This design comes from an exercise in tuning for small area and a short achievable clock period on the open sky130 flow, not from production work. At most, simulation tests tie the RTL to the original design; equivalence was not proved. For run 5, only the layout was checked, not whether the RTL still works. Power is estimated from default activity; no workload was simulated.

==> flow/design.v <==
module instr_mem_responder #(
    parameter int              ADDR_W   = 16,
    parameter int              DATA_W   = 16,
    parameter int              DEPTH    = 256,
    parameter int              LATENCY  = 2,
    parameter logic [DATA_W-1:0] OOR_WORD = '0
) (
    input  logic                  clock,
    input  logic                  reset,
    input  logic [ADDR_W-1:0]     PC,
    input  logic                  instrmem_rd,
    input  logic                  load_en,
    input  logic [ADDR_W-1:0]     load_addr,
    input  logic [DATA_W-1:0]     load_data,
    output logic [DATA_W-1:0]     instr_dout,
    output logic                  complete_instr,
    output logic                  busy,
    output logic                  addr_err,
    output logic [31:0]           fetch_count
);
    logic [15:0] wb_hi, wb_lo;    
    logic [15:0] wb_data;
    logic [15:0] sel_lo, sel_hi;
    logic        oor_q;
    logic        wait_q, resp_q, busy_q, err_q;
    logic [15:0] dout_q;
    logic [31:0] count;
    logic [15:0] mem [256];
    logic [15:0] rd_word;
    always_ff @(posedge clock) begin
        for (int i = 0; i < 16; i++) begin
            wb_hi[i] <= load_en && (load_addr[15:8] == 8'd0) && (load_addr[7:4] == 4'(i));
            wb_lo[i] <= (load_addr[3:0] == 4'(i));
        end
        wb_data <= load_data;
        oor_q   <= (PC[15:8] != 8'd0);
        for (int i = 0; i < 16; i++) begin
            sel_lo[i] <= (PC[3:0] != 4'(i));
            sel_hi[i] <= !((PC[7:4] == 4'(i)) && (PC[15:8] == 8'd0));
        end
    end
    for (genvar w = 0; w < 256; w++) begin : g_word
        always_ff @(posedge clock) begin
            if (wb_hi[w/16] && wb_lo[w%16]) begin
                mem[w] <= wb_data;
            end
        end
    end
    always_comb begin
        rd_word = '1;
        for (int i = 0; i < 16; i++) begin
            logic [15:0] part;
            part = '1;
            for (int j = 0; j < 16; j++) begin
                part = part & (mem[16*i+j] | {16{sel_lo[j]}});
            end
            rd_word = rd_word & (part | {16{sel_hi[i]}});
        end
        rd_word = rd_word & {16{!oor_q}};
    end
    always_ff @(posedge clock or posedge reset) begin
        if (reset) begin
            wait_q <= 1'b0;
            resp_q <= 1'b0;
            busy_q <= 1'b0;
            err_q  <= 1'b0;
            dout_q <= '0;
            count  <= 32'd0;
        end else begin
            wait_q <= !busy_q && instrmem_rd;
            resp_q <= wait_q;
            busy_q <= (!busy_q && instrmem_rd) || wait_q;
            err_q  <= wait_q && oor_q;
            if (wait_q) begin
                dout_q <= rd_word;
                if (count != 32'hFFFF_FFFF) begin
                    count <= count + 32'd1;
                end
            end
        end
    end
    assign instr_dout     = dout_q;
    assign complete_instr = resp_q;
    assign addr_err       = err_q;
    assign busy           = busy_q;
    assign fetch_count    = count;
endmodule
==> flow/run.sh <==
#!/bin/bash
# synth_recipe.tcl (not shown) runs the flow's synth.tcl, then flattens the netlist and writes it again
# the make line also repeats each setting of config.mk as NAME=value (left out here)
make -C /OpenROAD-flow-scripts/flow DESIGN_CONFIG=/design/flow/config.mk WORK_HOME=/design/flow/orfs CLKGATE_MAP_FILE= SYNTH_SCRIPT=/design/flow/synth_recipe.tcl finish
==> flow/config.mk <==
export PLATFORM = sky130hd
export DESIGN_NAME = instr_mem_responder
export DESIGN_NICKNAME = instr_mem_responder
export VERILOG_FILES = /design/flow/design.v
export SDC_FILE = /design/flow/constraint.sdc
export NUM_CORES = 4
export LEC_CHECK = 0
export ABC_CLOCK_PERIOD_IN_PS = 2500
export CAP_MARGIN = 20
export CORE_MARGIN = 2
export CORE_UTILIZATION = 40
export CTS_CLUSTER_DIAMETER = 100
export CTS_CLUSTER_SIZE = 25
export SETUP_SLACK_MARGIN = 3.8
export SLEW_MARGIN = 20
==> flow/constraint.sdc <==
create_clock -name core_clock -period 6.0 [get_ports {clock}]
set_input_delay 1.2000 -clock core_clock [delete_from_list [all_inputs] [get_ports {clock}]]
set_output_delay 1.2000 -clock core_clock [all_outputs]
set_load 0.01 [all_outputs]
==> results of run 1 <==
==> how the worst min path moves through the flow <==
stage,startpoint,end,slack (ns),cells past startpoint
6_report,busy_q,wait_q,0.54,2
5_1_grt,busy_q,wait_q,0.55,2
4_1_cts,busy_q,wait_q,0.47,1
3_5_place_dp,busy_q,wait_q,0.45,1
3_3_place_gp,busy_q,wait_q,0.44,1
2_1_floorplan,oor_q,err_q,0.46,1
==> through the flow <==
step                      hold WS [ns]  std cells  setup slack, ns  cell area (µm²)  total power [W]
after floorplan                  0.456       8491             3.77           150000           0.0339
after global placement           0.443      13300             1.45           158000           0.0349
after detailed placement         0.450      13300             1.54           158000           0.0349
after CTS                        0.465      14100             3.01           173000           0.0503
after global routing             0.555      14300             2.98           177000           0.0515
final                            0.545      14400             2.91           177000           0.0507
==> repair_timing <==
item                                    4_1_cts  5_1_grt
buffers inserted                            329      190
endpoints found under the setup margin     2406      806
endpoints found under the hold margin         0        0
pin swaps                                   129      142
gates resized for setup                     951      255
cloned                                       94       26
==> Yosys cell counts (21+ instances only) <==
| cell type | number | area [µm²] |
|---|---|---|
| edfxtp_1 | 4096 | 123000 |
| o22ai_1 | 2009 | 12600 |
| nor2_1 | 700 | 2630 |
| buf_2 | 353 | 1770 |
| and2_1 | 258 | 1610 |
| nor4_1 | 175 | 1090 |
| a31oi_1 | 139 | 870 |
| nand4_1 | 101 | 632 |
| dfxtp_1 | 81 | 1620 |
| buf_4 | 61 | 458 |
| clkbuf_1 | 55 | 206 |
| dfrtp_1 | 52 | 1300 |
| nand3_1 | 45 | 225 |
| nand2_1 | 39 | 146 |
| a21oi_1 | 33 | 165 |
| nor3_1 | 30 | 150 |
| buf_1 | 29 | 109 |
| inv_1 | 25 | 93.8 |
| o221ai_1 | 21 | 184 |
| o22a_1 | 21 | 184 |
==> critical path: stages, from the launching register on <==
cell       delay [ns]
dfxtp_4          0.41
buf_12           0.15
buf_6            0.11
buf_12           0.14
bufbuf_16        0.32
o22ai_1          0.20
nor2_1           0.08
a31oi_1          0.76
a21oi_1          0.29
and3_1           0.24
a32o_1           0.24
==> layer usage <==
metal / up-vias / global-route usage, % / wire, µm
li1: 36400 / - / -
met1: 49000 / 38.4 / 199000
met2: 8978 / 41.5 / 248000
met3: 1492 / 10.8 / 99300
met4: 30 / 14.0 / 33000
met5: - / 0.0631 / 285
==> layout by cell type (no fill, tap or decap), types with 41 or more instances in the layout <==
master / instances
a31oi_1: 78
bufbuf_16: 41
buf_16: 133
clkbuf_1: 97
and2_2: 174
clkdlybuf4s50_1: 51
nand4_1: 101
nor2_1: 675
edfxtp_1: 4096
buf_12: 168
o22ai_1: 1986
nor4_1: 86
nor4_2: 66
buf_6: 69
clkbuf_16: 221
buf_4: 456
dfxtp_4: 41
and2_1: 84
diode_2: 127
==> logic make-up (layout without fill, tap and decap cells) <==
kind of cell / count (synthesis) / in the layout / synth area share, %
AND/OR/NAND/NOR: 1413 / 1413 / 4.62
flip-flops: 4229 / 4229 / 83.7
multiplexers: 1 / 1 / 0.00749
AO/OA/AOI/OAI: 2288 / 2289 / 9.68
XOR/XNOR: 31 / 31 / 0.181
adder cells (fa/ha/maj): 1 / 1 / 0.00832
buffers and inverters: 528 / 1348 / 1.78
other: 0 / 127 / 0
==> state kept, by name, indices dropped and copies added (netlist names), 16 cells and up <==
signal	count
mem	4096
count	32
dout_q	16
sel_hi	16
sel_lo	16
wb_data	16
wb_hi	16
wb_lo	16
==> area by class of cell <==
cell class	count	area (µm²)	share of cell area, %
clock inverter	20	353	0.199
sequential	4229	126000	71.2
inverter	26	114	0.0643
timing repair buffer	1008	14400	8.13
antenna	127	318	0.179
clock buffer	294	5290	2.99
multi-input combinational	3735	24300	13.7
tap	4994	6250	3.53
==> power groups by stage <==
| stage | combinational, W | clock [W] | sequential (W) |
|---|---|---|---|
| global route | 0.00258 | 0.0164 | 0.0325 |
| detailed placement | 0.00169 | 0 | 0.0332 |
| floorplan | 0.000669 | 0 | 0.0333 |
| CTS | 0.00226 | 0.0155 | 0.0325 |
| global placement | 0.00166 | 0 | 0.0332 |
| finish | 0.00258 | 0.0156 | 0.0325 |
==> metrics.cfg, run 1 <==
[critical_path]
worstPathArrival_ns = 3.98
crit_end = dout_q[1]
crit_required_ns = 6.88
r2r_slack_ns = 2.91
worstSetupPathType = register to register
r2r_start = sel_lo[2]
startpoint = sel_lo[2]
cp-end-kind = register
cp_max_fo = 19
rr_worst_depth = 10
crit_path_start_kind = register
r2r-end = dout_q[1]

[layout]
synthToLayoutAreaGrowth_pct = 17.8
fill_cells = 30800
layout.nets = 9249
fin_util_pct = 47.2
drive_gt1_share_pct = 18.5

[routing]
drc = 0
vias_per_cell = 6.64
drt-wirelength-per-cell_um = 40.2
dr.pass1.iters = 7
drtIter0Drc = 20500
wl_mm = 580
num_vias = 95900
antenna_left = 0

[power]
seqPwrFrac_pct = 64.2
combPwrFrac_pct = 5.1
p_int_w = 0.0394
p_leak_nw = 55.5
p_per_area_mw_per_mm2 = 286
irDropWorstVdd_mv = 0.250
power.switching_w = 0.0113
p_clk_share_pct = 30.8
switching_share_pct = 22.2

[logic_synthesis]
ys_seq_elements = 4229
yosysWarningCount = 2
syn_area_mm2 = 0.150
synth_flop_cell = edfxtp_1
synth_edf_count = 4096
synth_cells = 8491
avgSynthCellArea_um2 = 17.7
yosysSeqAreaShare_pct = 83.7
ys_types = 55
syn-num-nets = 8544
async_flop_share_pct = 1.23

[run_status]
status = timing/DRC/antenna clean

[sta]
slew_headroom_pct = 6.40
worst_slew_pin_slew_ns = 1.40
fmax_mhz = 323
slew_viol_final = 0
tns_ns = 0
setup_violations = 0
hold_viol = 0
clock_skew_ns = 0.0806
fin_crit_sh_pct = 51.6
rsz0062_at_grt = yes
fin_crit_ns = 3.09

[clocking]
cts_hold_buf = 0
cts_max_level = 4
cts_buffer_depth = 4
clockRootBuffer = clkbuf_16
cts_inserted_buffers = 196
clk_latency_ns = 1.01
path_clk_slew_ns = 0.10
cts_tree = done
cts_sinks = 4229

[floorplanning]
die_height_um = 617
core_mm2 = 0.375
io_pins = 103
rows = 225
initial_core_util_pct = 40.1
dieArea_mm2 = 0.381
fp.dieW_um = 617

[place]
port_buffers = 102
gp_congestion = 0.896
hpwl_mm = 278

[worst_hold_path]
hold_class = register to register

[grt]
antenna_found_initial = 65
track_usage_pct = 28.8
grt_max_degree = 202
grt_pass1_vias = 85700
grt_pass1_wl_mm = 752
globalRouteOverflowTotal = 0

[flow_run]
drv_cap = 0

==> run 2: changes to the inputs <==
--- a/flow/config.mk
+++ b/flow/config.mk
@@ -11,5 +11,6 @@
 export CORE_UTILIZATION = 40
 export CTS_CLUSTER_DIAMETER = 100
 export CTS_CLUSTER_SIZE = 25
-export SETUP_SLACK_MARGIN = 3.8
+export PLACE_DENSITY = 0.72
+export SETUP_SLACK_MARGIN = 3.5
 export SLEW_MARGIN = 20
==> run 2 against run 1 <==
  * The layout now fails its checks (antenna violations)
  * Power decreased by 0.81%
  * Area after synthesis unchanged
  * Setup slack got worse by 0.12 ns
  * Sequential share of layout area increased by 0.85 points
  * Largest power group unchanged
  * Cell area decreased by 1.2%
  * Critical path type unchanged
  * Clock power about the same
  * Combinational power decreased by 3%
  * Clock skew increased by 0.038 ns
  * Wire length decreased by 6.6%
  * Worst hold slack got worse by 0.10 ns
  * First-iteration DRC count increased by 0.49%
  * Utilization decreased by 0.58 points
==> metrics.cfg, run 2 <==
[run_status]
status = finished with violations  ; was timing/DRC/antenna clean
violatedChecks = antenna violations

[floorplanning]
core_mm2 = 0.375  ; unchanged
initial_core_util_pct = 40.1  ; unchanged
die_height_um = 617  ; unchanged
io_pins = 103  ; unchanged
dieArea_mm2 = 0.381  ; unchanged
fp.dieW_um = 617  ; unchanged
rows = 225  ; unchanged

[grt]
globalRouteOverflowTotal = 0  ; unchanged
grt_pass1_wl_mm = 706  ; was 752 mm
track_usage_pct = 26.5  ; was 28.8%
grt_max_degree = 225  ; was 202
gr-usage-met2_pct = 38.2  ; was 41.5%
use_met1_pct = 32.3  ; was 38.4%
grt.busiest_layer = met2  ; unchanged
antenna_found_initial = 58  ; was 65
grt_use_met3_pct = 11.6  ; was 10.8%
grt_pass1_vias = 86600  ; was 85700

[critical_path]
crit_path_start_kind = register  ; unchanged
cp_slowest_cell = dfxtp_1  ; was a31oi_1
rr_worst_depth = 3  ; was 10
worstSetupPathType = register to register  ; unchanged
worstPathArrival_ns = 4.10  ; was 3.98 ns
crit_required_ns = 6.89  ; was 6.88 ns
slowest_delay_ns = 1.03  ; was 0.76 ns
path_cells = clkinv_2, a222oi_1, a32o_2  ; was buf_12, buf_6, buf_12, bufbuf_16, o22ai_1, nor2_1, a31oi_1, a21oi_1, and3_1, a32o_1
cp_max_fo = 9  ; was 19
cp-end-kind = register  ; unchanged

[logic_synthesis]
synth_flop_cell = edfxtp_1  ; unchanged
syn_area_mm2 = 0.150  ; unchanged
ys_types = 55  ; unchanged
synth-xor-area-share_pct = 0.181  ; unchanged
yosysMostFrequentCell = edfxtp_1  ; unchanged
ys_top_cells_by_count = 4096 x edfxtp_1, 2009 x o22ai_1, 700 x nor2_1  ; unchanged
muxShareOfSynthArea_pct = 0.00749  ; unchanged
async_flop_share_pct = 1.23  ; unchanged
synth_top_area_cell = edfxtp_1  ; unchanged
synth_cells = 8491  ; unchanged
synth-compound-area-share_pct = 9.68  ; unchanged
synth_top_area_share_pct = 81.8  ; unchanged
syn-num-nets = 8544  ; unchanged
synth_fa_ha_area_share_pct = 0.00832  ; unchanged
synth_top_family_by_area = compound AO/OA/AOI/OAI gates  ; unchanged
ys_seq_elements = 4229  ; unchanged
yosysSeqAreaShare_pct = 83.7  ; unchanged
yosysWarningCount = 2  ; unchanged
synth_edf_count = 4096  ; unchanged
synth.area.top_cells = edfxtp_1 82%, o22ai_1 8.4%, nor2_1 1.7%  ; unchanged
avgSynthCellArea_um2 = 17.7  ; unchanged
yosys.area_share.simple_pct = 4.62  ; unchanged

[sta]
tns_ns = 0  ; unchanged
clock_skew_ns = 0.119  ; was 0.0806 ns
slew_headroom_pct = 7.82  ; was 6.40%
worst_slack_ns = 2.79  ; was 2.91 ns
fin_crit_sh_pct = 53.5  ; was 51.6%
worst_slew_pin_slew_ns = 1.38  ; was 1.40 ns
slew_viol_final = 0  ; unchanged
hold_viol = 0  ; unchanged
fin_crit_ns = 3.21  ; was 3.09 ns
setup_violations = 0  ; unchanged
rsz0062_at_grt = yes  ; unchanged
hold_slack_ns = 0.444  ; was 0.545 ns
fmax_mhz = 312  ; was 323 MHz

[routing]
vias_per_cell = 6.80  ; was 6.64
dr.pass1.iters = 12  ; was 7
antenna_left = 1  ; was 0
drc = 0  ; unchanged
drtIter0Drc = 20600  ; was 20500
wl_mm = 541  ; was 580 mm
num_vias = 97200  ; was 95900
drt-wirelength-per-cell_um = 37.8  ; was 40.2 µm

[clocking]
cts_sinks = 4229  ; unchanged
path_clk_slew_ns = 0.10  ; about the same
clk_latency_ns = 0.99  ; was 1.01 ns
cts_hold_buf = 0  ; unchanged
cts_buffer_depth = 4  ; unchanged
cts_tree = done  ; unchanged
clockRootBuffer = clkbuf_16  ; unchanged
cts_inserted_buffers = 198  ; was 196
cts_max_level = 4  ; unchanged

[worst_hold_path]
holdPathStages = 1  ; was 2
hold_class = register to register  ; unchanged

[place]
postPlaceCellArea_mm2 = 0.158  ; about the same
dp_cells = 13300  ; about the same
hpwl_mm = 263  ; was 278 mm
gp_congestion = 0.924  ; was 0.896
place_ws_ns = 1.62  ; was 1.54 ns
port_buffers = 102  ; unchanged

[layout]
top_regs = mem x4096, count x32  ; unchanged
synthToLayoutAreaGrowth_pct = 16.3  ; was 17.8%
final_area_mm2 = 0.175  ; was 0.177 mm²
fill_cells = 29900  ; was 30800
layout.nets = 9119  ; was 9249
layout_commonest_cell = edfxtp_1  ; unchanged
multi_input_area_mm2 = 0.0242  ; was 0.0243 mm²
regArea_mm2 = 0.126  ; about the same
finalNonFillerCells = 14300  ; was 14400
largest_register_ffs = 4096  ; unchanged
drive_gt1_share_pct = 15.6  ; was 18.5%
final_cell_mix = 4096 x edfxtp_1, 1988 x o22ai_1, 687 x nor2_1, 372 x buf_4, 230 x clkbuf_16  ; was 4096 x edfxtp_1, 1986 x o22ai_1, 675 x nor2_1, 456 x buf_4, 221 x clkbuf_16
regMostFlops = mem  ; unchanged

[power]
p_leak_nw = 54.3  ; was 55.5 nW
p_per_area_mw_per_mm2 = 287  ; was 286 mW/mm²
irDropWorstVdd_mv = 0.206  ; was 0.250 mV

[flow_run]
drv_cap = 0  ; unchanged

[run 2: cell counts after synthesis]
Identical to the previous run, type by type.
[run 2: final timing paths]
check | from | end | slack [ns]
min in group asynchronous | reset | busy_q | 0.81
hold reg to reg | busy_q | wait_q | 0.44
max in group asynchronous | reset | dout_q[3] | 4.57
hold / removal | busy_q | wait_q | 0.44
setup / recovery | sel_hi[11] | dout_q[11] | 2.79
setup reg to reg | sel_hi[11] | dout_q[11] | 2.79
[run 2: per-layer routing]
| metal | vias up | wire, µm | part of all wire, % |
|---|---|---|---|
| met4 | 36 | 46800 | 8.6 |
| met2 | 11200 | 227000 | 42 |
| met5 | - | 414 | 0.077 |
| met3 | 2452 | 105000 | 19 |
| met1 | 47500 | 162000 | 30 |
| li1 | 36100 | - | - |
[run 2: metrics by stage]
step | util (%) | power (W)
finish | 46.7 | 0.0503
global route | 46.6 | 0.0510
CTS | 45.6 | 0.0497
detailed placement | 42.0 | 0.0349
global placement | 42.0 | 0.0349
floorplan | - | 0.0340
[run 2: report_power, final]
part	switching (W)	total (W)	leakage, nW	internal [W]
logic	0.00173	0.00249	13.4	0.000760
clock network	0.00899	0.0153	2.67	0.00629
registers	0.000141	0.0325	38.1	0.0323
total	0.0109	0.0503	54.3	0.0394
[run 2: layout make-up]
class | count | area share [%]
sequential | 4229 | 72.1
multi-input combinational | 3734 | 13.8
timing repair buffer | 877 | 7.10
tap | 4994 | 3.57
clock buffer | 291 | 3.07
antenna | 141 | 0.202
clock inverter | 15 | 0.119
inverter | 26 | 0.0608
[run 2: kinds of logic after synthesis]
group | count (synthesis)
flip-flops | 4229
AO/OA/AOI/OAI | 2288
AND/OR/NAND/NOR | 1413
buffers and inverters | 528
XOR/XNOR | 31
multiplexers | 1
adder cells (fa/ha/maj) | 1
[run 2: worst max-delay path, delay by kind of cell (launching register included)]
kind | cells | cell delay [ns]
buffers and inverters | 1 | 0.76
AO/OA/AOI/OAI | 2 | 1.32
flip-flops | 1 | 1.03
[run 2: timing repair]
item	in CTS	in global routing
setup endpoints to repair	159	83
pin swaps	150	123
gates resized for setup	839	190
cloned	56	30
buffers inserted	265	184
==> run 3: changes to the inputs <==
--- a/flow/config.mk
+++ b/flow/config.mk
@@ -11,6 +11,5 @@
 export CORE_UTILIZATION = 40
 export CTS_CLUSTER_DIAMETER = 100
 export CTS_CLUSTER_SIZE = 25
-export PLACE_DENSITY = 0.72
 export SETUP_SLACK_MARGIN = 3.5
 export SLEW_MARGIN = 20
==> run 3 against run 2 <==
  * The run now finishes clean
  * Synthesized cell count unchanged
  * Critical path depth up 6
  * Sequential power about the same
  * Count of clock-buffer cells in the layout down 13
==> metrics.cfg, run 3 <==
[logic_synthesis]
ys_top_cells_by_count = 4096 x edfxtp_1, 2009 x o22ai_1, 700 x nor2_1  ; unchanged
synth_edf_count = 4096  ; unchanged
yosysWarningCount = 2  ; unchanged
ys_seq_elements = 4229  ; unchanged
syn_area_mm2 = 0.150  ; unchanged
async_flop_share_pct = 1.23  ; unchanged
syn-num-nets = 8544  ; unchanged
synth_cells = 8491  ; unchanged
synth.area.top_cells = edfxtp_1 82%, o22ai_1 8.4%, nor2_1 1.7%  ; unchanged
synth_top_area_cell = edfxtp_1  ; unchanged
synth_top_area_share_pct = 81.8  ; unchanged
avgSynthCellArea_um2 = 17.7  ; unchanged
yosysSeqAreaShare_pct = 83.7  ; unchanged
yosysMostFrequentCell = edfxtp_1  ; unchanged
ys_types = 55  ; unchanged
synth_flop_cell = edfxtp_1  ; unchanged

[place]
port_buffers = 102  ; unchanged
place_ws_ns = 1.36  ; was 1.62 ns
hpwl_mm = 280  ; was 263 mm
dp_cells = 13400  ; was 13300
gp_congestion = 0.879  ; was 0.924

[clocking]
cts_max_level = 4  ; unchanged
cts_inserted_buffers = 196  ; was 198
clockRootBuffer = clkbuf_16  ; unchanged
path_clk_slew_ns = 0.10  ; about the same
cts_tree = done  ; unchanged
clk_latency_ns = 0.95  ; was 0.99 ns
cts_buffer_depth = 4  ; unchanged
cts_sinks = 4229  ; unchanged

[critical_path]
critPathBufInv = 4  ; was 1
crit_required_ns = 6.89  ; about the same
path_cells = buf_6, buf_8, buf_8, buf_12, o22ai_4, nor2_2, nand4_1, a222oi_1, a32o_1  ; was clkinv_2, a222oi_1, a32o_2
critPathTopFamily = compound AO/OA/AOI/OAI gates  ; unchanged
crit_path_start_kind = register  ; unchanged
worstSetupPathType = register to register  ; unchanged
worstPathArrival_ns = 3.93  ; was 4.10 ns
slowest_delay_ns = 1.11  ; was 1.03 ns
cp_slowest_cell = a222oi_1  ; was dfxtp_1
path_common_cell = buf_8
cp_max_fo = 4  ; was 9
cp-end-kind = register  ; unchanged

[grt]
grt_pass1_wl_mm = 711  ; was 706 mm
grt_max_degree = 193  ; was 225
track_usage_pct = 27.0  ; was 26.5%
grt.busiest_layer = met2  ; unchanged
antenna_found_initial = 50  ; was 58
gr-usage-met2_pct = 40.3  ; was 38.2%
globalRouteOverflowTotal = 0  ; unchanged
use_met1_pct = 36.2  ; was 32.3%
grt_pass1_vias = 83300  ; was 86600
grt_use_met3_pct = 7.99  ; was 11.6%

[sta]
setup_violations = 0  ; unchanged
hold_viol = 0  ; unchanged
clock_skew_ns = 0.0656  ; was 0.119 ns
tns_ns = 0  ; unchanged
slew_viol_final = 0  ; unchanged
rsz0062_at_grt = yes  ; unchanged
fmax_mhz = 328  ; was 312 MHz
fin_crit_sh_pct = 50.8  ; was 53.5%
fin_crit_ns = 3.05  ; was 3.21 ns
worst_slew_pin_slew_ns = 1.39  ; was 1.38 ns
slew_headroom_pct = 7.13  ; was 7.82%
worst_slack_ns = 2.95  ; was 2.79 ns

[routing]
drc = 0  ; unchanged
drtIter0Drc = 17400  ; was 20600
wl_mm = 541  ; about the same
antenna_left = 0  ; was 1
num_vias = 92400  ; was 97200
dr.pass1.iters = 8  ; was 12
vias_per_cell = 6.51  ; was 6.80
drt-wirelength-per-cell_um = 38.1  ; was 37.8 µm

[layout]
final_cell_mix = 4096 x edfxtp_1, 1991 x o22ai_1, 689 x nor2_1, 358 x buf_4, 220 x clkbuf_16  ; was 4096 x edfxtp_1, 1988 x o22ai_1, 687 x nor2_1, 372 x buf_4, 230 x clkbuf_16
drive_gt1_share_pct = 15.5  ; was 15.6%
multi_input_area_mm2 = 0.0238  ; was 0.0242 mm²
layout.nets = 9065  ; was 9119
layout_commonest_cell = edfxtp_1  ; unchanged
finalNonFillerCells = 14200  ; was 14300
top_regs = mem x4096, count x32  ; unchanged
regArea_mm2 = 0.126  ; about the same
fill_cells = 31400  ; was 29900
largest_register_ffs = 4096  ; unchanged
synthToLayoutAreaGrowth_pct = 14.9  ; was 16.3%
regMostFlops = mem  ; unchanged

[floorplanning]
io_pins = 103  ; unchanged
dieArea_mm2 = 0.381  ; unchanged
rows = 225  ; unchanged
die_height_um = 617  ; unchanged
fp.dieW_um = 617  ; unchanged
initial_core_util_pct = 40.1  ; unchanged
core_mm2 = 0.375  ; unchanged

[power]
p_leak_nw = 53.4  ; was 54.3 nW
p_total_w = 0.0500  ; was 0.0503 W
p_per_area_mw_per_mm2 = 289  ; was 287 mW/mm²
irDropWorstVdd_mv = 0.229  ; was 0.206 mV

[worst_hold_path]
hold_class = register to register  ; unchanged

[flow_run]
drv_cap = 0  ; unchanged

[run_status]
status = timing/DRC/antenna clean  ; was finished with violations

-- run 3: worst paths after layout --
path / start / endpoint / slack, ns / depth (start not counted)
min reg2reg: busy_q / wait_q / 0.47 / 1
max reg2reg: sel_lo[4] / dout_q[7] / 2.95 / 9
max in group asynchronous: reset / dout_q[11] / 4.57 / 3
max: sel_lo[4] / dout_q[7] / 2.95 / 9
min: busy_q / wait_q / 0.47 / 1
min in group asynchronous: reset / count[23] / 0.80 / 3
-- run 3: cell families (layout without fill, tap and decap cells) --
logic type                 Yosys count  after routing  synth area share (%)
other                                0            103                     0
xor gates and xnor gates            31             31                 0.181
DFF                               4229           4229                  83.7
AOI/OAI and AO/OA                 2288           2288                  9.68
and+or+nand+nor                   1413           1413                  4.62
buffers and inverters              528           1135                  1.78
adders and majority gates            1              1               0.00832
muxes                                1              1               0.00749
-- run 3: power by group --
part	leakage, nW	internal (W)	switching, W	total, W
Sequential	38.1	0.0323	0.000169	0.0325
Clock	2.56	0.00612	0.00897	0.0151
Combinational	12.7	0.000707	0.00166	0.00236
Total	53.4	0.0392	0.0108	0.0500
-- run 3: stage by stage --
step	hold slack (ns)	cell area, µm²	utilization (%)
floorplan	0.456	150000	-
global placement	0.450	158000	42.2
detailed placement	0.459	158000	42.2
CTS	0.474	170000	45.2
global route	0.505	173000	46.0
finish	0.466	173000	46.1
-- run 3: final cells by class --
type,count,area share [%]
Antenna cell,103,0.149
Inverter,26,0.0565
Timing Repair Buffer,825,6.39
Sequential cell,4229,73.0
Clock inverter,6,0.0434
Clock buffer,278,3.03
Multi-Input combinational cell,3734,13.7
Tap cell,4994,3.62
-- run 3: per-layer routing --
metal / part of all wire (%) / vias to the layer above
met5: 0.034 / -
met4: 5.4 / 26
met3: 15 / 1135
met2: 44 / 7703
met1: 35 / 47600
li1: - / 35900
-- run 3: timing repair --
action | in CTS | in global routing
setup buffers | 216 | 134
endpoints found under the setup margin | 755 | 390
pin swaps | 96 | 110
resized for setup | 731 | 214
cloned | 41 | 23
hold buffers | 0 | 0
-- run 3: worst reg2reg max path: stages (launching register included) --
cell      delay, ns
dfxtp_4        0.38
buf_6          0.09
buf_8          0.13
buf_8          0.15
buf_12         0.14
o22ai_4        0.07
nor2_2         0.13
nand4_1        0.52
a222oi_1       1.12
a32o_1         0.28
==> run 4: changes to the inputs <==
--- a/flow/config.mk
+++ b/flow/config.mk
@@ -9,7 +9,7 @@
 export CAP_MARGIN = 20
 export CORE_MARGIN = 2
 export CORE_UTILIZATION = 40
-export CTS_CLUSTER_DIAMETER = 100
-export CTS_CLUSTER_SIZE = 25
-export SETUP_SLACK_MARGIN = 3.5
+export CTS_CLUSTER_DIAMETER = 80
+export CTS_CLUSTER_SIZE = 20
+export SETUP_SLACK_MARGIN = 3.3
 export SLEW_MARGIN = 20
==> run 4 against run 3 <==
  * Maximum frequency down 3.4%
  * Sequential power barely moved
  * Largest cell class unchanged
  * Combinational power increased by 5%
  * Critical endpoint is now dout_q[15]
  * Still clean on timing, DRC and antenna
  * Clock power increased by 12%
  * Die area stayed put
  * Global-route usage increased by 0.47 points
  * Cell area increased by 2.0%
  * Wire length rose by 2.2%
==> metrics.cfg, run 4 <==
[run_status]
status = timing/DRC/antenna clean  ; unchanged

[layout]
regMostFlops = mem  ; unchanged
synthToLayoutAreaGrowth_pct = 17.2  ; was 14.9%
layout_commonest_cell = edfxtp_1  ; unchanged
fin_util_pct = 47.0  ; was 46.1%
largest_register_ffs = 4096  ; unchanged
layout.nets = 9250  ; was 9065
top_regs = mem x4096, count x32  ; unchanged
final_area_mm2 = 0.176  ; was 0.173 mm²
drive_gt1_share_pct = 16.8  ; was 15.5%
fill_cells = 31100  ; was 31400
final_cell_mix = 4096 x edfxtp_1, 1985 x o22ai_1, 690 x nor2_1, 447 x buf_4, 272 x clkbuf_16  ; was 4096 x edfxtp_1, 1991 x o22ai_1, 689 x nor2_1, 358 x buf_4, 220 x clkbuf_16

[routing]
num_vias = 93900  ; was 92400
met1_length_mm = 191  ; about the same
wl_met2_mm = 242  ; was 239 mm
antenna_left = 0  ; unchanged
drt-wirelength-per-cell_um = 38.3  ; was 38.1 µm
drtIter0Drc = 17900  ; was 17400
wl_mm = 553  ; was 541 mm
drc = 0  ; unchanged
wl_met3_mm = 86.4  ; was 81.8 mm
highest_layer = met5  ; unchanged
dr.pass1.iters = 6  ; was 8
vias_per_cell = 6.50  ; was 6.51

[sta]
setup_violations = 0  ; unchanged
hold_viol = 0  ; unchanged
slew_viol_final = 0  ; unchanged
clock_skew_ns = 0.0625  ; was 0.0656 ns
worst_slew_pin_slew_ns = 1.38  ; was 1.39 ns
tns_ns = 0  ; unchanged
fin_crit_sh_pct = 52.5  ; was 50.8%
rsz0062_at_grt = yes  ; unchanged
hold_slack_ns = 0.458  ; was 0.466 ns
fin_crit_ns = 3.15  ; was 3.05 ns
slew_headroom_pct = 8.05  ; was 7.13%
fmax_mhz = 317  ; was 328 MHz

[floorplanning]
rows = 225  ; unchanged
die_height_um = 617  ; unchanged
initial_core_util_pct = 40.1  ; unchanged
dieArea_mm2 = 0.381  ; unchanged
io_pins = 103  ; unchanged
fp.dieW_um = 617  ; unchanged
core_mm2 = 0.375  ; unchanged

[logic_synthesis]
synth_flop_cell = edfxtp_1  ; unchanged
avgSynthCellArea_um2 = 17.7  ; unchanged
synth_cells = 8491  ; unchanged
yosysMostFrequentCell = edfxtp_1  ; unchanged
synth.area.top_cells = edfxtp_1 82%, o22ai_1 8.4%, nor2_1 1.7%  ; unchanged
ys_top_cells_by_count = 4096 x edfxtp_1, 2009 x o22ai_1, 700 x nor2_1  ; unchanged
ys_seq_elements = 4229  ; unchanged
synth_edf_count = 4096  ; unchanged
synth_top_area_cell = edfxtp_1  ; unchanged
syn_area_mm2 = 0.150  ; unchanged
synth_top_area_share_pct = 81.8  ; unchanged
async_flop_share_pct = 1.23  ; unchanged
yosysSeqAreaShare_pct = 83.7  ; unchanged
ys_types = 55  ; unchanged
yosysWarningCount = 2  ; unchanged
syn-num-nets = 8544  ; unchanged

[grt]
grt_max_degree = 193  ; unchanged
grt_pass1_vias = 84400  ; was 83300
track_usage_pct = 27.5  ; was 27.0%
grt_pass1_wl_mm = 722  ; was 711 mm
globalRouteOverflowTotal = 0  ; unchanged
antenna_found_initial = 50  ; unchanged

[power]
p_leak_nw = 55.1  ; was 53.4 nW
p_per_area_mw_per_mm2 = 294  ; was 289 mW/mm²
p_total_w = 0.0519  ; was 0.0500 W
irDropWorstVdd_mv = 0.245  ; was 0.229 mV

[clocking]
cts_tree = done  ; unchanged
cts_sinks = 4229  ; unchanged
cts_max_level = 4  ; unchanged
cts_hold_buf = 0  ; unchanged
clockRootBuffer = clkbuf_16  ; unchanged
cts_inserted_buffers = 238  ; was 196
cts_buffer_depth = 4  ; unchanged
clk_latency_ns = 0.99  ; was 0.95 ns
path_clk_slew_ns = 0.08  ; was 0.10 ns

[critical_path]
cp_max_fo = 9  ; was 4
crit_path_start_kind = register  ; unchanged
worstSetupPathType = register to register  ; unchanged
crit_required_ns = 6.91  ; was 6.89 ns
cp-end-kind = register  ; unchanged
worstPathArrival_ns = 4.07  ; was 3.93 ns

[place]
port_buffers = 102  ; unchanged
hpwl_mm = 280  ; unchanged
postPlaceCellArea_mm2 = 0.158  ; unchanged
gp_congestion = 0.879  ; unchanged

[flow_run]
drv_cap = 0  ; unchanged

[worst_hold_path]
hold_class = register to register  ; unchanged

==> run 4: per-stage QoR <==
stage	setup slack, ns	instances
2_1_floorplan	3.52	8491
3_3_place_gp	0.908	13400
3_5_place_dp	1.36	13400
4_1_cts	3.03	14000
5_1_grt	2.99	14300
6_report	2.85	14400
==> run 4: logic make-up (layout without fill, tap and decap cells) <==
kind of cell / count (synthesis) / count (layout) / synth area share, %
xor+xnor: 31 / 31 / 0.181
other cells: 0 / 117 / 0
flops: 4229 / 4229 / 83.7
fa+ha+maj: 1 / 1 / 0.00832
compound gates: 2288 / 2288 / 9.68
buf+inv: 528 / 1358 / 1.78
mux: 1 / 1 / 0.00749
simple gates: 1413 / 1413 / 4.62
==> run 4: path summary, 6_finish.rpt <==
| check | startpoint | to | slack (ns) | cells after the start |
|---|---|---|---|---|
| worst max-delay path | sel_hi[1] | dout_q[15] | 2.85 | 3 |
| worst min-delay path | busy_q | wait_q | 0.46 | 1 |
| worst max register to register | sel_hi[1] | dout_q[15] | 2.85 | 3 |
| worst min register to register | busy_q | wait_q | 0.46 | 1 |
| max in group asynchronous | reset | dout_q[3] | 4.56 | 3 |
| min in group asynchronous | reset | count[26] | 0.78 | 3 |
==> run 4: final cells by class <==
type / instances / area (µm²) / area share (%)
flip-flops and latches: 4229 / 126000 / 71.6
multi-input cells: 3734 / 23900 / 13.5
repair buffers: 968 / 13000 / 7.35
clock buffers: 348 / 6470 / 3.67
well taps: 4994 / 6250 / 3.55
diodes: 117 / 293 / 0.166
clock inverters: 16 / 204 / 0.116
inverters: 26 / 97.6 / 0.0554
==> run 4: worst max-delay path, cell delays in order, from the launching register on <==
cell      delay [ns]
dfxtp_1         1.02
inv_1           0.62
a222oi_1        1.14
a32o_1          0.28
==> run 4: power breakdown <==
group	internal (W)	total [W]	leakage [nW]	switching [W]
clock	0.00749	0.0169	3.21	0.00942
combinational	0.000766	0.00247	13.7	0.00170
sequential	0.0323	0.0325	38.1	0.000172
==> run 4: routing by layer <==
metal	vias up	track usage [%]
met1	48000	36.4
li1	36400	-
met2	8157	40.8
met3	1328	8.51
met5	-	0.164
met4	22	14.2
==> run 4: what timing repair did <==
action	CTS	global route
buffers inserted	221	250
setup endpoints to repair	83	64
hold endpoints to repair	0	0
gates resized for setup	679	269
gates cloned	53	29
pin swaps	93	157
==> run 5: changes to the inputs <==
--- a/flow/design.v
+++ b/flow/design.v
@@ -18,6 +18,7 @@
     output logic                  addr_err,
     output logic [31:0]           fetch_count
 );
+    logic        wb_en;           
     logic [15:0] wb_hi, wb_lo;    
     logic [15:0] wb_data;
     logic [15:0] sel_lo, sel_hi;
@@ -29,19 +30,20 @@
     logic [15:0] rd_word;
     always_ff @(posedge clock) begin
         for (int i = 0; i < 16; i++) begin
-            wb_hi[i] <= load_en && (load_addr[15:8] == 8'd0) && (load_addr[7:4] == 4'(i));
+            wb_hi[i] <= (load_addr[7:4] == 4'(i));
             wb_lo[i] <= (load_addr[3:0] == 4'(i));
         end
+        wb_en   <= load_en && (load_addr[15:8] == 8'd0);
         wb_data <= load_data;
         oor_q   <= (PC[15:8] != 8'd0);
         for (int i = 0; i < 16; i++) begin
             sel_lo[i] <= (PC[3:0] != 4'(i));
-            sel_hi[i] <= !((PC[7:4] == 4'(i)) && (PC[15:8] == 8'd0));
+            sel_hi[i] <= (PC[7:4] != 4'(i));
         end
     end
     for (genvar w = 0; w < 256; w++) begin : g_word
         always_ff @(posedge clock) begin
-            if (wb_hi[w/16] && wb_lo[w%16]) begin
+            if (wb_en && wb_hi[w/16] && wb_lo[w%16]) begin
                 mem[w] <= wb_data;
             end
         end
--- a/flow/config.mk
+++ b/flow/config.mk
@@ -9,7 +9,7 @@
 export CAP_MARGIN = 20
 export CORE_MARGIN = 2
 export CORE_UTILIZATION = 40
-export CTS_CLUSTER_DIAMETER = 80
-export CTS_CLUSTER_SIZE = 20
-export SETUP_SLACK_MARGIN = 3.3
+export CTS_CLUSTER_DIAMETER = 100
+export CTS_CLUSTER_SIZE = 25
+export SETUP_SLACK_MARGIN = 3.5
 export SLEW_MARGIN = 20
==> run 5 against run 4 <==
  * The layout now fails its checks (antenna violations)
  * Synthesized cell count shrank 0.33%
  * Flip-flop and latch count up 1
  * Sequential power is essentially flat
  * Register-to-register slack better by 0.06 ns
  * Area after synthesis hardly changed
  * Count of clock-buffer cells in the layout is 29 lower
  * Maximum frequency rose by 2.0%
  * Clock skew is 0.048 ns higher
  * Setup slack better by 0.062 ns
  * Sequential share of layout area rose by 0.12 points
  * Critical path type unchanged
==> metrics.cfg, run 5 <==
[logic_synthesis]
ys_top_cells_by_count = 4096 x edfxtp_1, 1946 x o22ai_1, 631 x nor2_1  ; was 4096 x edfxtp_1, 2009 x o22ai_1, 700 x nor2_1
synth_flop_cell = edfxtp_1  ; unchanged
syn-num-nets = 8516  ; was 8544
yosysMostFrequentCell = edfxtp_1  ; unchanged
yosysSeqAreaShare_pct = 83.7  ; about the same
muxShareOfSynthArea_pct = 0.00749  ; about the same
ys_types = 50  ; was 55
synth_edf_count = 4096  ; unchanged
synth_cells = 8463  ; was 8491
synth-compound-area-share_pct = 9.81  ; was 9.68%
avgSynthCellArea_um2 = 17.8  ; was 17.7 µm²
yosysWarningCount = 2  ; unchanged
synth_top_area_share_pct = 81.8  ; about the same
ys_seq_elements = 4230  ; was 4229
synth_top_area_cell = edfxtp_1  ; unchanged
synth_top_family_by_area = compound AO/OA/AOI/OAI gates  ; unchanged
synth_fa_ha_area_share_pct = 0.00832  ; about the same
yosys.area_share.simple_pct = 4.52  ; was 4.62%
synth-xor-area-share_pct = 0.169  ; was 0.181%
async_flop_share_pct = 1.23  ; about the same
syn_area_mm2 = 0.150  ; about the same
synth.area.top_cells = edfxtp_1 82%, o22ai_1 8.1%, nor2_1 1.6%  ; was edfxtp_1 82%, o22ai_1 8.4%, nor2_1 1.7%

[layout]
top_regs = mem x4096, count x32  ; unchanged
final_cell_mix = 4096 x edfxtp_1, 1908 x o22ai_1, 608 x nor2_1, 379 x buf_4, 219 x clkbuf_16  ; was 4096 x edfxtp_1, 1985 x o22ai_1, 690 x nor2_1, 447 x buf_4, 272 x clkbuf_16
synthToLayoutAreaGrowth_pct = 17.0  ; was 17.2%
fin_util_pct = 46.9  ; was 47.0%
largest_register_ffs = 4096  ; unchanged
regMostFlops = mem  ; unchanged
layout_commonest_cell = edfxtp_1  ; unchanged
drive_gt1_share_pct = 18.2  ; was 16.8%
fill_cells = 31000  ; was 31100
layout.nets = 9076  ; was 9250

[critical_path]
path_cells = buf_12, buf_16, buf_16, buf_12, buf_4, o22ai_1, nor4_1, a31oi_1, a21oi_1, nand3_2, o32ai_2  ; was inv_1, a222oi_1, a32o_1
worstPathArrival_ns = 3.97  ; was 4.07 ns
crit_path_start_kind = register  ; unchanged
r2r_slack_ns = 2.91  ; was 2.85 ns
cp_slowest_cell = a21oi_1  ; was a222oi_1
slowest_delay_ns = 0.46  ; was 1.14 ns
critPathTopFamily = compound AO/OA/AOI/OAI gates  ; unchanged
worstSetupPathType = register to register  ; unchanged
cp_max_fo = 9  ; unchanged
cp-end-kind = register  ; unchanged
critPathBufInv = 5  ; was 1
crit_required_ns = 6.88  ; was 6.91 ns

[power]
switching_share_pct = 22.2  ; was 21.8%
seqPwrFrac_pct = 63.8  ; was 62.7%
p_total_w = 0.0510  ; was 0.0519 W
p_per_area_mw_per_mm2 = 290  ; was 294 mW/mm²
p_int_w = 0.0397  ; was 0.0406 W
power.switching_w = 0.0113  ; about the same
p_leak_nw = 55.1  ; about the same
irDropWorstVdd_mv = 0.295  ; was 0.245 mV
combPwrFrac_pct = 5.2  ; was 4.8%
p_clk_share_pct = 31.0  ; was 32.6%

[clocking]
clk_latency_ns = 0.99  ; about the same
cts_tree = done  ; unchanged
clockRootBuffer = clkbuf_16  ; unchanged
cts_sinks = 4230  ; was 4229
cts_max_level = 4  ; unchanged
cts_inserted_buffers = 198  ; was 238
cts_buffer_depth = 4  ; unchanged
path_clk_slew_ns = 0.10  ; was 0.08 ns

[routing]
antenna_left = 1  ; was 0
num_vias = 93800  ; was 93900
drt-wirelength-per-cell_um = 38.2  ; was 38.3 µm
vias_per_cell = 6.59  ; was 6.50
wl_mm = 544  ; was 553 mm
dr.pass1.iters = 7  ; was 6
drc = 0  ; unchanged
drtIter0Drc = 17900  ; about the same

[grt]
track_usage_pct = 27.2  ; was 27.5%
grt_max_degree = 216  ; was 193
globalRouteOverflowTotal = 0  ; unchanged
antenna_found_initial = 48  ; was 50
grt_pass1_wl_mm = 722  ; about the same
grt_pass1_vias = 85300  ; was 84400

[sta]
worst_slew_pin_slew_ns = 1.43  ; was 1.38 ns
fmax_mhz = 324  ; was 317 MHz
slew_headroom_pct = 4.85  ; was 8.05%
slew_viol_final = 0  ; unchanged
setup_violations = 0  ; unchanged
rsz0062_at_grt = yes  ; unchanged
fin_crit_sh_pct = 51.5  ; was 52.5%
hold_slack_ns = 0.475  ; was 0.458 ns
worst_slack_ns = 2.91  ; was 2.85 ns
tns_ns = 0  ; unchanged
hold_viol = 0  ; unchanged
fin_crit_ns = 3.09  ; was 3.15 ns
clock_skew_ns = 0.110  ; was 0.0625 ns

[place]
hpwl_mm = 276  ; was 280 mm
port_buffers = 102  ; unchanged
place_ws_ns = 1.57  ; was 1.36 ns
gp_congestion = 0.869  ; was 0.879

[floorplanning]
die_height_um = 617  ; about the same
core_mm2 = 0.375  ; unchanged
fp.dieW_um = 617  ; about the same
rows = 225  ; unchanged
dieArea_mm2 = 0.381  ; about the same
initial_core_util_pct = 40.1  ; about the same
io_pins = 103  ; unchanged

[flow_run]
drv_cap = 0  ; unchanged

[run_status]
status = finished with violations  ; was timing/DRC/antenna clean
violatedChecks = antenna violations

[worst_hold_path]
hold_class = register to register  ; unchanged

## run 5: routing by layer
metal / up-vias / wire length, µm / GRT usage (%)
li1: 36200 / - / -
met1: 48100 / 194000 / 37.5
met2: 8142 / 239000 / 40.3
met3: 1296 / 83200 / 7.54
met4: 24 / 27500 / 12.1
met5: - / 391 / 0.442
## run 5: repair_timing
item / in CTS / in global routing
buffers inserted: 293 / 122
pin swaps: 92 / 133
endpoints found under the setup margin: 2976 / 503
gates cloned: 67 / 16
resized for setup: 996 / 263
hold buffers: 0 / 0
## run 5: power groups by stage
stage | sequential, W | clock, W | combinational [W]
after floorplan | 0.0333 | 0 | 0.000711
after global placement | 0.0333 | 0 | 0.00179
after detailed placement | 0.0333 | 0 | 0.00182
after CTS | 0.0325 | 0.0158 | 0.00238
after global routing | 0.0326 | 0.0167 | 0.00266
final | 0.0326 | 0.0158 | 0.00263
## run 5: area by class of cell
class	count	area [µm²]	share of cell area, %
Timing Repair Buffer	893	12600	7.16
Multi-Input combinational cell	3683	24800	14.1
Clock inverter	18	342	0.194
Sequential cell	4230	126000	71.7
Inverter	17	70.1	0.0398
Tap cell	4994	6250	3.55
Clock buffer	319	5520	3.13
Antenna cell	88	220	0.125
## run 5: logic make-up after synthesis
kind of cell | after synthesis
flip-flops | 4230
AO/OA/AOI/OAI | 2299
AND/OR/NAND/NOR | 1353
buffers and inverters | 550
XOR/XNOR | 29
multiplexers | 1
adder cells (fa/ha/maj) | 1
## run 5: worst paths after layout
check | startpoint | to | depth (start not counted)
min in group asynchronous | reset | count[25] | 3
setup reg to reg | sel_lo[11] | dout_q[4] | 11
hold / removal | busy_q | wait_q | 1
setup / recovery | sel_lo[11] | dout_q[4] | 11
hold reg to reg | busy_q | wait_q | 1
max in group asynchronous | reset | dout_q[8] | 3
## run 5: worst reg2reg max path, cell delays in order (launching register included)
cell and delay (ns):
dfxtp_4 0.39, buf_12 0.14, buf_16 0.16, buf_16 0.17, buf_12 0.12, buf_4 0.21, o22ai_1 0.12, nor4_1 0.44
a31oi_1 0.20, a21oi_1 0.46, nand3_2 0.34, o32ai_2 0.32
## run 5: stage by stage
stage	area [µm²]	instances
CTS	173000	14000
detailed placement	158000	13300
global placement	158000	13300
finish	176000	14200
global route	176000	14200
floorplan	150000	8463

static timing again, ports no longer ideal:
No port has a modelled driver above. Below, the same layouts with a new extraction and two added sets of constraints.
Step 1 sets driving cells, clkbuf_16 on the clock port and buf_2 on the other inputs (assumed; they add their load-dependent delay and slew).
Step 2 also shifts input and output timing later by t, the mid clock arrival at the registers, as if the neighbouring blocks saw the same clock.
a / b / c = no drivers / after step 1 / after step 2; a / b = the first two.
run	t (ns)	slack for setup (ns)	hold slack, ns
run 1	1.067	2.907 / 2.907 / 2.907	0.545 / 0.545 / 0.545
run 2	1.035	2.790 / 2.790 / 2.668	0.444 / 0.444 / 0.444
run 3	1.036	2.954 / 2.954 / 2.522	0.466 / 0.466 / 0.466
run 4	1.069	2.847 / 2.847 / 2.497	0.458 / 0.458 / 0.458
run 5	1.053	2.910 / 2.910 / 2.566	0.475 / 0.475 / 0.475
For run 3, which loses most, drivers alone change the setup slack by 0.000 ns; drivers and shift together by -0.432 ns.
